Source: an optimization exercise on an open RTL-to-GDS flow (aim: small area and a short achievable clock period). Production flows keep margins and buffers that such runs may drop. RTL that was checked went through simulation tests only; none was proved equivalent to the original. For run 3, only the layout was checked, not whether the RTL still works. Power figures rest on the tool's default switching activity, not on a simulated workload.

==> flow/design.v (outline; a module is shown in full before it is edited, if it fits) <==
// module fa_cell: 4 lines
// module ha_cell: 4 lines
// module booth_sel: 5 lines
// module ao22_cell: 3 lines
// module xor2_cell: 3 lines
// module fp_mul_tree_a: 1095 lines
// module fp_mul_tree_b: 58 lines
// module fp_add_lo: 43 lines
// module fp_add_hi: 252 lines
// module fp_add48: 313 lines
// module fp_norm_shift: 20 lines
// module fp_round_inc: 11 lines
// module fp_prefix_and: 10 lines
// module fp_lzc24: 11 lines
// module fp32_mul: 206 lines
module fp32_mul
(
    input  logic        clk,
    input  logic        rst_n,
    input  logic [31:0] a,
    input  logic [31:0] b,
    input  logic        in_valid,
    output logic        out_valid,
    output logic [31:0] result
);
  // ...
==> flow/flow/run.sh <==
#!/bin/bash
set -e
cat standard.sh > standard_copy.log
export SETUP_SLACK_MARGIN=5.3
bash standard.sh > standard.log 2>&1
==> flow/standard.sh <==
#!/bin/bash
# synth_recipe.tcl (not shown) runs the flow's synth.tcl, then flattens the netlist and writes it again
# the make line also repeats each setting of config.mk as NAME=value (left out here)
make -C /OpenROAD-flow-scripts/flow DESIGN_CONFIG=/design/flow/config.mk WORK_HOME=/design/flow/orfs CLKGATE_MAP_FILE= SYNTH_SCRIPT=/design/flow/synth_recipe.tcl "${@:-finish}"
==> flow/config.mk <==
export PLATFORM = sky130hd
export DESIGN_NAME = fp32_mul
export DESIGN_NICKNAME = fp32_mul
export VERILOG_FILES = /design/flow/design.v
export SDC_FILE = /design/flow/constraint.sdc
export NUM_CORES = 4
export LEC_CHECK = 0
export CAP_MARGIN = 20
export CORE_MARGIN = 2
export CORE_UTILIZATION = 40
export SLEW_MARGIN = 20
export SYNTH_HIERARCHICAL = 1
export SYNTH_MINIMUM_KEEP_SIZE = 0
==> flow/constraint.sdc <==
create_clock -name core_clock -period 8.5 [get_ports {clk}]
set_input_delay 1.7000 -clock core_clock [delete_from_list [all_inputs] [get_ports {clk}]]
set_output_delay 1.7000 -clock core_clock [all_outputs]
set_load 0.01 [all_outputs]
==> flow_summary_export.csv, run 1 <==
group,metric,value,unit
clock_tree,clk_latency,590,ps
worst_setup_path,cp_top_family,"adder cells",
power,combinationalPower,6.50,mW
layout,seq_share,26.2,%
drt,routed_via_density,5.75,
synth,synth_commonest_cells,"dfxtp_1 (386), xor2_1 (323), a22o_1 (278)",
place,pre_cts_slack,4710,ps
power,net-switching-power,4.84,mW
power,power.density,381,mW/mm²
hold_path,hold_start,"e0_3[4]",
synth,yosysWarnings,10,
layout,nNonClkInverters,92,
power,p_leak,12.2,nW
layout,final_cell_mix,"dfxtp_1 (354), xor2_1 (322), a22o_1 (278)",
worst_setup_path,cp_common_cell,"fa_1",
layout,fin_nets,2876,
power,combPwrFrac,56.1,%
layout,num-multi-input-gates,1753,
hold_path,hold-path-endpoint,"e0_4[4]",
clock_tree,cts_buffers,45,
worst_setup_path,crit_start,"two1[1]",
layout,final_common_cell,"dfxtp_1",
layout,num-nonclk-buffers,164,
outcome,outcome,"complete, no violations",
drt,wl_met2,34.7,mm
worst_setup_path,r2r_end,"m2[67]",
==> run 2: changes to the inputs <==
==> flow/run.sh (new file) <==
#!/bin/bash
# synth_recipe.tcl (not shown) runs the flow's synth.tcl, then flattens the netlist and writes it again
# the make line also repeats each setting of config.mk as NAME=value (left out here)
make -C /OpenROAD-flow-scripts/flow DESIGN_CONFIG=/design/flow/config.mk WORK_HOME=/design/flow/orfs CLKGATE_MAP_FILE= SYNTH_SCRIPT=/design/flow/synth_recipe.tcl finish
--- a/flow/config.mk
+++ b/flow/config.mk
@@ -10,2 +10,3 @@
 export CORE_UTILIZATION = 40
+export SETUP_SLACK_MARGIN = 5
 export SLEW_MARGIN = 20
removed: flow/flow/run.sh
removed: flow/standard.sh
==> run 2 against run 1 <==
  * Still clean on timing, DRC and antenna
  * Sequential share of layout area grew 0.25 points
  * Fmax shrank 7.8%
  * Sequential power is essentially flat
  * Clock skew grew 12 ps
  * First-iteration DRC count is essentially flat
  * Critical path depth is the same
  * Flip-flop and latch count is the same
  * Setup slack lost 270 ps
  * Largest cell class unchanged
  * Clock-buffer cell count grew 1
  * Cell area shrank 1.8%
  * Largest power group unchanged
  * Die area is the same
==> flow_summary_export.csv, run 2 <==
group,metric,value,unit
layout,stdcell_area,0.0298,mm²
layout,drive_gt1_share,10.1,%
layout,largest_register_ff_count,140,
clock_tree,clk_path_buf_depth,3,
drt,drt_iter0_drc,1681,
place,dpl_cell_area,0.0282,mm²
layout,final_common_cell,"dfxtp_1",
global_route,grt.overflow.total,0,
layout,fin_nets,2863,
power,power.density,383,mW/mm²
clock_tree,root_buffer,"clkbuf_16",
sta,setup_viol,0,
sta,skew,34.3,ps
clock_tree,hold_buffers,0,
die,die_area,0.0673,mm²
synth,synth_fp_nets,2721,
synth,yosysWarnings,10,
layout,largest_registers,"m2: 140 flops, prod3: 48 flops, result: 32 flops",
place,gp_congestion,0.928,
clock_tree,cts_tree,"built",
drt,routed_via_density,5.67,
worst_setup_path,start_kind,"flop",
clock_tree,path_clk_slew,70,ps
synth,yosysUniqueCellTypes,88,
drt,ant_nets,0,
clock_tree,clk_latency,600,ps
place,portBuffers,99,
synth,syn_inst,2292,
synth,synth_area_leaders,"dfxtp_1 (30%), fa_1 (21%), xor2_1 (11%), a22o_1 (9.3%), ha_1 (4.1%)",
worst_setup_path,slowest_stage,"dfxtp_2",
worst_setup_path,reg2reg_depth,7,
drt,post_drt_wl_per_cell,22.1,µm
hold_path,hold_start,"e0_3[3]",
sta,maxSlewViolCount,0,
power,ir_drop,0.220,mV
layout,largest-register,"m2",
clock_tree,cts_buffers,46,
drt,num_vias,18857,
synth,async_flop_share,1.28,%
worst_setup_path,critical_path_class,"reg2reg",
synth,syn_area_per_cell,11.4,µm²
worst_setup_path,worstSetupEndpointType,"flop",
worst_setup_path,crit_start,"one1[2]",
sta,hold_viol_final,0,
global_route,first_global_vias,19550,
drt,drc_errors,0,
worst_setup_path,cp_common_cell,"fa_1",
global_route,grt_max_degree,52,
place,dp_hpwl,49.8,mm
hold_path,hold_depth,0,
synth,synth_commonest_cells,"dfxtp_1 (386), xor2_1 (323), a22o_1 (278)",
die,core,0.0645,mm²
layout,final_cell_mix,"dfxtp_1 (370), xor2_1 (323), a22o_1 (278)",
clock_tree,htree_levels,2,
worst_setup_path,path_buf_inv,0,
sta,holdWs,323,ps
synth,netlist_area,0.0261,mm²
clock_tree,post_cts_buffers,0,
place,pre_cts_slack,4770,ps
clock_tree,cts_resized,12,
synth,synth-edff-count,0,
die,num_rows,93,
global_route,grt_pass1_wl,115,mm
layout,area_growth,14.3,%
synth,synth_sequential_area_ratio,30.1,%
global_route,gr-usage-all-layers,21.9,%
power,p_leak,12.0,nW
hold_path,hp-class,"reg2reg",
worst_setup_path,r2r_end,"m2[70]",
die,io_pins,100,
die,die_y,259,µm
die,die_w,259,µm
worst_setup_path,cp_top_family,"adder cells",
synth,ys_ff_latch,391,
clock_tree,clock-sinks,391,
layout,diodes,0,
worst_setup_path,cp.required,8970,ps
flow_run,maxCapViolations,0,
synth,synth_top_cell_area_share,29.6,%
outcome,outcome,"complete, no violations",
sta,rsz0062_at_grt,"false",
synth,synth.most_common_cell,"dfxtp_1",
sta,tightest_slew,964,ps
worst_setup_path,crit_arrival,3890,ps
sta,finalSetupTns,0,ps
synth,yosysTopAreaCell,"dfxtp_1",
drt,wirelength,73.6,mm
worst_setup_path,critical-path-max-stage-delay,680,ps
sta,layout_setup_ws,5070,ps
worst_setup_path,r2r_start,"one1[2]",
sta,fmax,292,MHz
worst_setup_path,crit_chain,"a22o_1 -> xor2_1 -> fa_1 -> fa_1 -> fa_1 -> fa_1 -> fa_1",
global_route,antenna_found_initial,4,
sta,fin_crit_sh,40.3,%
sta,relSlewSlack,35.7,%
hold_path,hold-path-endpoint,"e0_4[3]",
worst_setup_path,crit_fanout,24,
die,start_util,40.5,%
drt,drt-pass1-iter-count,6,
synth,synth_ff_type,"dfxtp_1",
worst_setup_path,r2r_slack,5070,ps
sta,min_period,3430,ps
==> run 2: how the worst max path moves through the flow <==
stage,end,slack (ps),cells past startpoint
after global placement,m2[70],4820,7
after detailed placement,m2[70],4770,7
after global routing,m2[67],5010,7
after floorplan,m2[70],5010,6
after CTS,prod3[33],5080,10
final,m2[70],5070,7
==> run 2: kinds of logic (layout without fill, tap and decap cells) <==
| kind of cell | after synthesis | count (layout) | share of synthesized area (%) |
|---|---|---|---|
| flip-flops | 391 | 391 | 30.1 |
| multiplexers | 129 | 129 | 6.36 |
| AO/OA/AOI/OAI | 487 | 487 | 14.9 |
| other | 1 | 1 | 0.0144 |
| XOR/XNOR | 375 | 375 | 12.6 |
| AND/OR/NAND/NOR | 397 | 397 | 7.87 |
| buffers and inverters | 149 | 326 | 2.81 |
| adder cells (fa/ha/maj) | 363 | 363 | 25.4 |
==> run 2: metrics by stage <==
step,std cells,power (mW),utilization (%)
5_1_grt,3324,12.4,46.3
2_1_floorplan,2292,7.46,-
3_3_place_gp,3241,9.18,43.7
4_1_cts,3324,11.4,46.2
3_5_place_dp,3241,9.34,43.7
6_report,3324,11.4,46.3
==> run 2: power breakdown <==
| part | internal (mW) | total, mW | switching, mW | leakage (nW) |
|---|---|---|---|---|
| logic | 2.89 | 6.28 | 3.39 | 7.95 |
| clock network | 1.22 | 2.05 | 0.831 | 0.777 |
| registers | 2.59 | 3.08 | 0.487 | 3.30 |
| total | 6.70 | 11.4 | 4.71 | 12.0 |
==> run 2: final cells by class <==
cell class | count | area (µm²)
clock buffers | 58 | 1270
clock inverters | 25 | 342
fillers | 5920 | 34600
inverters | 92 | 345
multi-input cells | 1752 | 17500
flip-flops and latches | 391 | 7890
well taps | 855 | 1070
repair buffers | 151 | 1390
==> run 2: modules after synthesis (local to each module, per instance), a selection <==
module	cells inside	cell area (µm²)	flops+latches
fp_lzc24	48	270	0
fp32_mul	679	9940	391
fp_mul_tree_a	112	673	0
ao22_cell	1	8.76	0
xor2_cell	1	8.76	0
fa_cell	1	20.0	0
fp_prefix_and	45	240	0
fp_norm_shift	220	2000	0
fp_round_inc	23	201	0
fp_mul_tree_b	6	41.3	0
ha_cell	1	12.5	0
fp_add48	273	2060	0
==> run 2: metal layers <==
metal / track usage, % / wire, µm / part of all wire (%) / vias to the layer above
met5: 0 / 0 / 0 / -
met4: 7.12 / 2060 / 2.8 / 0
met3: 5.01 / 6160 / 8.4 / 169
met2: 34.9 / 33500 / 46 / 944
met1: 29.4 / 31800 / 43 / 9334
li1: - / - / - / 8410
==> run 2: worst register-to-register path: stages (launching register included) <==
cell and delay (ps):
dfxtp_2 680, a22o_1 280, xor2_1 100, fa_1 470, fa_1 430, fa_1 430, fa_1 510, fa_1 410
==> module fp32_mul, before the edit <==
module fp32_mul
(
    input  logic        clk,
    input  logic        rst_n,
    input  logic [31:0] a,
    input  logic [31:0] b,
    input  logic        in_valid,
    output logic        out_valid,
    output logic [31:0] result
);
    logic [7:0]  ea, eb;
    logic        ha, hb, fza, fzb, ea_max, eb_max;
    logic        a_zero, b_zero, a_inf, b_inf, a_nan, b_nan;
    logic        r_nan, r_inf, r_zero;
    logic [23:0] sa, sb;
    logic [12:0] bd_one, bd_two, bd_neg;
    logic [4:0]  lz_a, lz_b;
    assign ea     = a[30:23];
    assign eb     = b[30:23];
    assign ha     = |ea;
    assign hb     = |eb;
    assign ea_max = &ea;
    assign eb_max = &eb;
    assign fza    = ~|a[22:0];
    assign fzb    = ~|b[22:0];
    assign a_zero = ~ha & fza;
    assign b_zero = ~hb & fzb;
    assign a_inf  = ea_max & fza;
    assign b_inf  = eb_max & fzb;
    assign a_nan  = ea_max & ~fza;
    assign b_nan  = eb_max & ~fzb;
    assign sa     = {ha, a[22:0]};
    assign sb     = {hb, b[22:0]};
    assign r_nan  = a_nan | b_nan | (a_inf & b_zero) | (b_inf & a_zero);
    assign r_inf  = ~r_nan & (a_inf | b_inf);
    assign r_zero = ~r_nan & ~r_inf & (a_zero | b_zero);
    always_comb begin
        for (int k = 0; k < 13; k++) begin
            logic y2, y1, y0;
            y2 = (2*k+1 < 24) ? sb[2*k+1] : 1'b0;
            y1 = (2*k   < 24) ? sb[2*k]   : 1'b0;
            y0 = (k > 0)      ? sb[2*k-1] : 1'b0;
            bd_neg[k] = y2;
            bd_one[k] = y1 ^ y0;
            bd_two[k] = (y2 & ~y1 & ~y0) | (~y2 & y1 & y0);
        end
    end
    fp_lzc24 u_lza (.v(sa), .n(lz_a));
    fp_lzc24 u_lzb (.v(sb), .n(lz_b));
    logic        v1, s1;
    logic [1:0]  sp1;                 
    logic [23:0] sa1;
    logic [12:0] one1;
    logic [11:0] two1, neg1;
    logic [7:0]  ea1, eb1;            
    logic [4:0]  lz1;
    always_ff @(posedge clk or negedge rst_n) begin
        if (!rst_n) v1 <= 1'b0;
        else        v1 <= in_valid;
    end
    always_ff @(posedge clk) begin
        s1   <= a[31] ^ b[31];
        sp1  <= r_nan ? 2'd3 : r_inf ? 2'd2 : r_zero ? 2'd1 : 2'd0;
        sa1  <= sa;
        one1 <= bd_one;
        two1 <= bd_two[11:0];
        neg1 <= bd_neg[11:0];
        ea1  <= {ea[7:1], ea[0] | ~ha};
        eb1  <= {eb[7:1], eb[0] | ~hb};
        lz1  <= lz_a | lz_b;
    end
    logic [140-1:0] m;
    logic signed [9:0] e0;
    fp_mul_tree_a u_tree_a (
        .x   (sa1),
        .one (one1),
        .two (two1),
        .neg (neg1),
        .m   (m)
    );
    assign e0 = $signed({2'b00, ea1}) + $signed({2'b00, eb1})
              - $signed(10'd127) - $signed({5'd0, lz1});
    logic        v2, s2;
    logic [1:0]  sp2;
    logic [140-1:0] m2;
    logic signed [9:0] e0_2;
    logic [4:0]  lz2;
    always_ff @(posedge clk or negedge rst_n) begin
        if (!rst_n) v2 <= 1'b0;
        else        v2 <= v1;
    end
    always_ff @(posedge clk) begin
        s2   <= s1;
        sp2  <= sp1;
        m2   <= m;
        e0_2 <= e0;
        lz2  <= lz1;
    end
    logic [47:0] row0, row1, prod;
    fp_mul_tree_b u_tree_b (
        .m  (m2),
        .r0 (row0),
        .r1 (row1)
    );
    fp_add48 u_add (.a(row0), .b(row1), .s(prod));
    logic        ge253, ge254, ge255, le0, lem1, lem2;
    assign ge253 = (e0_2 >= $signed(10'd253));
    assign ge254 = (e0_2 >= $signed(10'd254));
    assign ge255 = (e0_2 >= $signed(10'd255));
    assign le0   = (e0_2 <= $signed(10'd0));
    assign lem1  = (e0_2 <= $signed(-10'sd1));
    assign lem2  = (e0_2 <= $signed(-10'sd2));
    logic        v3, s3;
    logic [1:0]  sp3;
    logic [47:0] prod3;
    logic [7:0]  e0_3;
    logic [4:0]  lz3;
    logic        ge253_3, ge254_3, ge255_3, le0_3, lem1_3, lem2_3;
    always_ff @(posedge clk or negedge rst_n) begin
        if (!rst_n) v3 <= 1'b0;
        else        v3 <= v2;
    end
    always_ff @(posedge clk) begin
        s3      <= s2;
        sp3     <= sp2;
        prod3   <= prod;
        e0_3    <= e0_2[7:0];
        lz3     <= lz2;
        ge253_3 <= ge253;
        ge254_3 <= ge254;
        ge255_3 <= ge255;
        le0_3   <= le0;
        lem1_3  <= lem1;
        lem2_3  <= lem2;
    end
    logic [25:0] win;                 
    logic        st21;                
    logic        top, g, st, rup;
    logic [22:0] frac;
    fp_norm_shift u_shift (
        .p    (prod3),
        .sh   (lz3),
        .win  (win),
        .st21 (st21)
    );
    assign top  = win[25];
    assign frac = top ? win[24:2] : win[23:1];
    assign g    = top ? win[1] : win[0];
    assign st   = top ? (win[0] | st21) : st21;
    assign rup  = g & (st | frac[0]);
    logic        v4, s4, top4, rup4;
    logic [1:0]  sp4;
    logic [22:0] frac4;
    logic [7:0]  e0_4;
    logic        ge253_4, ge254_4, ge255_4, le0_4, lem1_4, lem2_4;
    always_ff @(posedge clk or negedge rst_n) begin
        if (!rst_n) v4 <= 1'b0;
        else        v4 <= v3;
    end
    always_ff @(posedge clk) begin
        s4      <= s3;
        sp4     <= sp3;
        top4    <= top;
        rup4    <= rup;
        frac4   <= frac;
        e0_4    <= e0_3;
        ge253_4 <= ge253_3;
        ge254_4 <= ge254_3;
        ge255_4 <= ge255_3;
        le0_4   <= le0_3;
        lem1_4  <= lem1_3;
        lem2_4  <= lem2_3;
    end
    logic [22:0] frac_r;
    logic        cy;
    logic [7:0]  e0p1, e0p2, ef;
    logic        fin, is_inf, is_zero;
    logic [31:0] res_next;
    fp_round_inc u_inc (
        .f   (frac4),
        .up  (rup4),
        .y   (frac_r),
        .cy  (cy)                     
    );
    assign e0p1 = e0_4 + 8'd1;
    assign e0p2 = e0_4 + 8'd2;
    assign ef   = (top4 & cy) ? e0p2 : (top4 | cy) ? e0p1 : e0_4;
    assign fin     = (sp4 == 2'd0);
    assign is_inf  = (sp4 == 2'd2) | (fin & ((top4 & cy) ? ge253_4 : (top4 | cy) ? ge254_4 : ge255_4));
    assign is_zero = (sp4 == 2'd1) | (fin & ((top4 & cy) ? lem2_4  : (top4 | cy) ? lem1_4  : le0_4));
    always_comb begin
        if (sp4 == 2'd3)  res_next = 32'h7FC0_0000;
        else if (is_inf)  res_next = {s4, 8'hFF, 23'd0};
        else if (is_zero) res_next = {s4, 31'd0};
        else              res_next = {s4, ef, frac_r};
    end
    logic        v5;
    always_ff @(posedge clk or negedge rst_n) begin
        if (!rst_n) v5 <= 1'b0;
        else        v5 <= v4;
    end
    always_ff @(posedge clk) begin
        result <= res_next;
    end
    assign out_valid = v5;
endmodule
==> run 3: changes to the inputs <==
--- a/flow/design.v
+++ b/flow/design.v
@@ -1832,2 +1832,22 @@
 endmodule
+module fp_norm_shift15 (
+    input  logic [40:0] p,            
+    input  logic        sq,
+    input  logic [3:0]  sh,
+    output logic [25:0] win,
+    output logic        st21
+);
+    logic [40:0] t8, t4, t2, t1;
+    logic [14:0] por;                 
+    assign t8  = sh[3] ? {p[32:0],  8'd0} : p;
+    assign t4  = sh[2] ? {t8[36:0], 4'd0} : t8;
+    assign t2  = sh[1] ? {t4[38:0], 2'd0} : t4;
+    assign t1  = sh[0] ? {t2[39:0], 1'd0} : t2;
+    assign win = t1[40:15];
+    always_comb begin
+        por[0] = p[0];
+        for (int k = 1; k < 15; k++) por[k] = por[k-1] | p[k];
+    end
+    assign st21 = sq | ((sh == 4'd15) ? 1'b0 : por[4'd14 - sh]);
+endmodule
 module fp32_mul
@@ -1937,2 +1957,8 @@
     fp_add48 u_add (.a(row0), .b(row1), .s(prod));
+    logic [47:0] t16;
+    logic [40:0] p16;                 
+    logic        sq16;                
+    assign t16  = lz2[4] ? {prod[31:0], 16'd0} : prod;
+    assign p16  = t16[47:7];
+    assign sq16 = |t16[6:0];
     logic        ge253, ge254, ge255, le0, lem1, lem2;
@@ -1946,5 +1972,6 @@
     logic [1:0]  sp3;
-    logic [47:0] prod3;
+    logic [40:0] p16_3;
+    logic        sq16_3;
     logic [7:0]  e0_3;
-    logic [4:0]  lz3;
+    logic [3:0]  lz3;
     logic        ge253_3, ge254_3, ge255_3, le0_3, lem1_3, lem2_3;
@@ -1957,5 +1984,6 @@
         sp3     <= sp2;
-        prod3   <= prod;
+        p16_3   <= p16;
+        sq16_3  <= sq16;
         e0_3    <= e0_2[7:0];
-        lz3     <= lz2;
+        lz3     <= lz2[3:0];
         ge253_3 <= ge253;
@@ -1971,4 +1999,5 @@
     logic [22:0] frac;
-    fp_norm_shift u_shift (
-        .p    (prod3),
+    fp_norm_shift15 u_shift (
+        .p    (p16_3),
+        .sq   (sq16_3),
         .sh   (lz3),
--- a/flow/config.mk
+++ b/flow/config.mk
@@ -10,2 +10,4 @@
 export CORE_UTILIZATION = 40
+export CTS_CLUSTER_DIAMETER = 100
+export CTS_CLUSTER_SIZE = 25
 export SETUP_SLACK_MARGIN = 5
==> run 3 against run 2 <==
  * Still clean on timing, DRC and antenna
  * Register-to-register slack worse by 150 ps
  * Sequential power is 6% lower
  * Via count is 0.94% lower
  * Area after synthesis is 0.97% lower
  * Final cell count is 1.7% lower
  * Sequential share of layout area is 0.16 points higher
  * Flip-flop and latch count is 7 lower
  * Non-clock buffer count is 30 higher
  * Critical path depth is 5 higher
  * Hold slack worse by 7.2 ps
  * Fmax is 4.2% lower
  * Combinational power is 26% higher
==> flow_summary_export.csv, run 3 <==
group,metric,value,unit
drt,wirelength,74.8,mm
drt,drt-pass1-iter-count,5,
die,num_rows,93,
sta,skew,28.1,ps
synth,synth_ff_type,"dfxtp_1",
worst_setup_path,reg2reg_depth,12,
global_route,grt.overflow.total,0,
worst_setup_path,r2r_start,"m2[81]",
synth,netlist_area,0.0258,mm²
synth,synth_area_leaders,"dfxtp_1 (29%), fa_1 (21%), xor2_1 (11%), a22o_1 (9.4%), ha_1 (4.1%)",
synth,syn_inst,2253,
synth,syn_area_per_cell,11.5,µm²
clock_tree,path_clk_slew,100,ps
global_route,antenna_found_initial,2,
clock_tree,clk_latency,560,ps
layout,area_growth,12.4,%
worst_setup_path,crit_fanout,3,
flow_run,maxCapViolations,0,
place,portBuffers,99,
drt,drt_iter0_drc,1490,
synth,yosysUniqueCellTypes,76,
power,p_total,12.0,mW
synth,synth_top_cell_area_share,29.4,%
layout,fill_cells,5810,
sta,maxSlewViolCount,0,
layout,largest_registers,"m2: 140 flops, p16_3: 41 flops, result: 32 flops",
worst_setup_path,cp_common_cell,"o41ai_4",
layout,drive_gt1_share,11.0,%
drt,num_vias,18679,
synth,synth_sequential_area_ratio,29.8,%
sta,relSlewSlack,37.6,%
place,gp_congestion,0.889,
worst_setup_path,crit_end,"p16_3[40]",
sta,finalSetupTns,0,ps
worst_setup_path,r2r_end,"p16_3[40]",
clock_tree,root_buffer,"clkbuf_16",
layout,largest_register_ff_count,140,
die,die_w,258,µm
global_route,grt_pass1_wl,116,mm
outcome,outcome,"complete, no violations",
layout,multi_input_area,0.0176,mm²
power,ir_drop,0.297,mV
synth,synth.most_common_cell,"dfxtp_1",
layout,diodes,0,
worst_setup_path,cp.depth,12,
die,start_util,40.3,%
worst_setup_path,critical_path_class,"reg2reg",
sta,fmax,280,MHz
power,power.density,413,mW/mm²
sta,hold_viol_final,0,
worst_setup_path,cp.required,8940,ps
synth,synth-edff-count,0,
layout,regArea,0.00773,mm²
power,p_leak,11.7,nW
worst_setup_path,cp_top_family,"compound AO/OA/AOI/OAI gates",
clock_tree,htree_levels,1,
place,dp_hpwl,49.9,mm
worst_setup_path,slowest_stage,"fa_1",
synth,yosysWarnings,10,
layout,largest-register,"m2",
worst_setup_path,crit_chain,"fa_1 -> ha_4 -> a21o_1 -> a211o_1 -> a221oi_2 -> o221ai_2 -> o41ai_4 -> a21boi_2 -> o41ai_4 -> buf_4 -> a211oi_2 -> mux2_4",
die,die_area,0.0667,mm²
clock_tree,cts_tree,"built",
hold_path,hp-class,"reg2reg",
worst_setup_path,critical-path-max-stage-delay,580,ps
worst_setup_path,worstSetupEndpointType,"flop",
clock_tree,hold_buffers,0,
synth,yosysTopAreaCell,"dfxtp_1",
clock_tree,cts_buffers,21,
layout,final_cell_mix,"dfxtp_1 (369), xor2_1 (321), a22o_1 (277)",
drt,ant_nets,0,
drt,post_drt_wl_per_cell,22.9,µm
die,core,0.0641,mm²
global_route,first_global_vias,19825,
sta,setup_viol,0,
sta,fin_crit_sh,42.1,%
drt,drc_errors,0,
synth,ys_ff_latch,384,
clock_tree,clock-sinks,384,
synth,synth_fp_nets,2682,
worst_setup_path,crit_arrival,4020,ps
synth,async_flop_share,1.30,%
die,die_y,258,µm
worst_setup_path,crit_start,"m2[81]",
clock_tree,clk_path_buf_depth,3,
synth,synth_commonest_cells,"dfxtp_1 (379), xor2_1 (322), a22o_1 (277), fa_1 (277), inv_1 (98)",
sta,tightest_slew,937,ps
sta,min_period,3570,ps
worst_setup_path,path_buf_inv,1,
global_route,gr-usage-all-layers,22.3,%
layout,fin_nets,2831,
drt,routed_via_density,5.72,
sta,rsz0062_at_grt,"true",
worst_setup_path,start_kind,"flop",
worst_setup_path,r2r_slack,4930,ps
die,io_pins,100,
global_route,grt_max_degree,52,
layout,final_common_cell,"dfxtp_1",
[run 3: changes by cell type in the layout (fill, tap and decap cells not counted), sizes merged, moves of 8 or more]
cell | previous run | this run
clkbuf | 58 | 24
mux2i | 60 | 27
buf | 52 | 82
nand2 | 87 | 64
mux2 | 45 | 63
mux4 | 24 | 35
nor2b | 12 | 23
clkinv | 14 | 5
o21ai | 57 | 49
[run 3: worst register-to-register path: stages (launching register included)]
cell	delay [ps]
dfxtp_2	330
fa_1	580
ha_4	220
a21o_1	160
a211o_1	260
a221oi_2	320
o221ai_2	180
o41ai_4	440
a21boi_2	140
o41ai_4	270
buf_4	190
a211oi_2	70
mux2_4	290
[run 3: worst min path at each step]
stage	start	to	slack [ps]	depth (start not counted)
6_report	lz2[2]	lz3[2]	320	0
5_1_grt	s2	s3	330	0
4_1_cts	lz2[2]	lz3[2]	320	0
3_5_place_dp	e0_3[3]	e0_4[3]	310	0
3_3_place_gp	sp2[1]	sp3[1]	310	0
2_1_floorplan	e0_3[0]	e0_4[0]	310	0
[run 3: metal layers]
metal  track usage [%]  up-vias  wire length, µm
met3              4.32      182             6170
met2              36.0      963            34400
li1                  -     8270                -
met5                 0        -                0
met4              8.01        0             2530
met1              29.7     9264            31700
[run 3: repair_timing]
item                       in CTS  in global routing
resized for setup              20                 22
buffers inserted                9                 10
gates cloned                    0                  0
setup endpoints to repair      15                 25
pin swaps                      15                 13
[run 3: cells by family (layout without fill, tap and decap cells)]
family	Yosys count	count (layout)	share of synthesized area, %
XOR/XNOR	375	375	12.7
AND/OR/NAND/NOR	389	389	7.92
adder cells (fa/ha/maj)	364	364	25.6
multiplexers	125	125	6.86
flip-flops	384	384	29.8
other	1	1	0.0145
AO/OA/AOI/OAI	461	461	14.1
buffers and inverters	154	312	2.87
[run 3: final cells by class]
type	instances	share of cell area, %
multi-input combinational	1715	60.5
sequential	384	26.6
timing repair buffer	181	5.58
tap	855	3.68
clock buffer	24	1.92
inverter	99	1.28
clock inverter	8	0.409
[run 3: metrics by stage]
step	cells	worst slack [ps]	area, µm²	util [%]	hold WS (ps)
2_1_floorplan	2253	5010	25800	-	310
3_3_place_gp	3215	4780	28000	43.7	310
3_5_place_dp	3215	4710	28000	43.7	313
4_1_cts	3256	4950	28900	45.0	320
5_1_grt	3266	4810	29100	45.3	330
6_report	3266	4930	29100	45.3	316
[run 3: modules after synthesis, one instance, submodules excluded, a selection]
module | copies in the design | cell area (µm²)
fp_norm_shift15 | 1 | 1580
fp_prefix_and | 1 | 240
fp_round_inc | 1 | 201
ha_cell | 22 | 12.5
fp_add48 | 1 | 1980
fp32_mul | 1 | 10200
fp_mul_tree_b | 1 | 41.3
fp_lzc24 | 2 | 270
ao22_cell | 276 | 8.76
fp_mul_tree_a | 1 | 673
fa_cell | 264 | 20.0
xor2_cell | 276 | 8.76
[run 3: where the power goes]
| group | switching (mW) | internal, mW | leakage [nW] |
|---|---|---|---|
| registers | 0.378 | 2.54 | 3.24 |
| clock network | 0.628 | 0.517 | 0.327 |
| logic | 4.23 | 3.70 | 8.12 |

[afterwards: timing with drivers on the ports]
The results above use ideal ports. As a check the final layouts listed here were re-extracted and re-timed, cells and wires unchanged.
Step 1, drivers: a clkbuf_16 drives clk and a buf_2 each remaining input, both assumed.
Step 2 adds t to the input delays and takes it off the output delays; t is the mean of the earliest and latest rising clock arrival at the registers after step 1. Input paths then give back, and output paths get back, about the clock's delay inside the block.
a / b / c = no drivers / after step 1 / after step 2; a / b = the first two.
run | t (ns) | setup WS [ns] | worst register clock-pin slew, ns
run 1 | 0.641 | 5.341 / 5.294 / 4.825 | 0.07 / 0.07
run 2 | 0.643 | 5.074 / 5.074 / 4.802 | 0.07 / 0.07
run 3 | 0.609 | 4.926 / 4.926 / 4.750 | 0.10 / 0.10
After both steps every run listed still meets setup and hold. The setup slack of run 1, which loses most, moves by -0.047 ns with the drivers and by -0.516 ns with both steps.
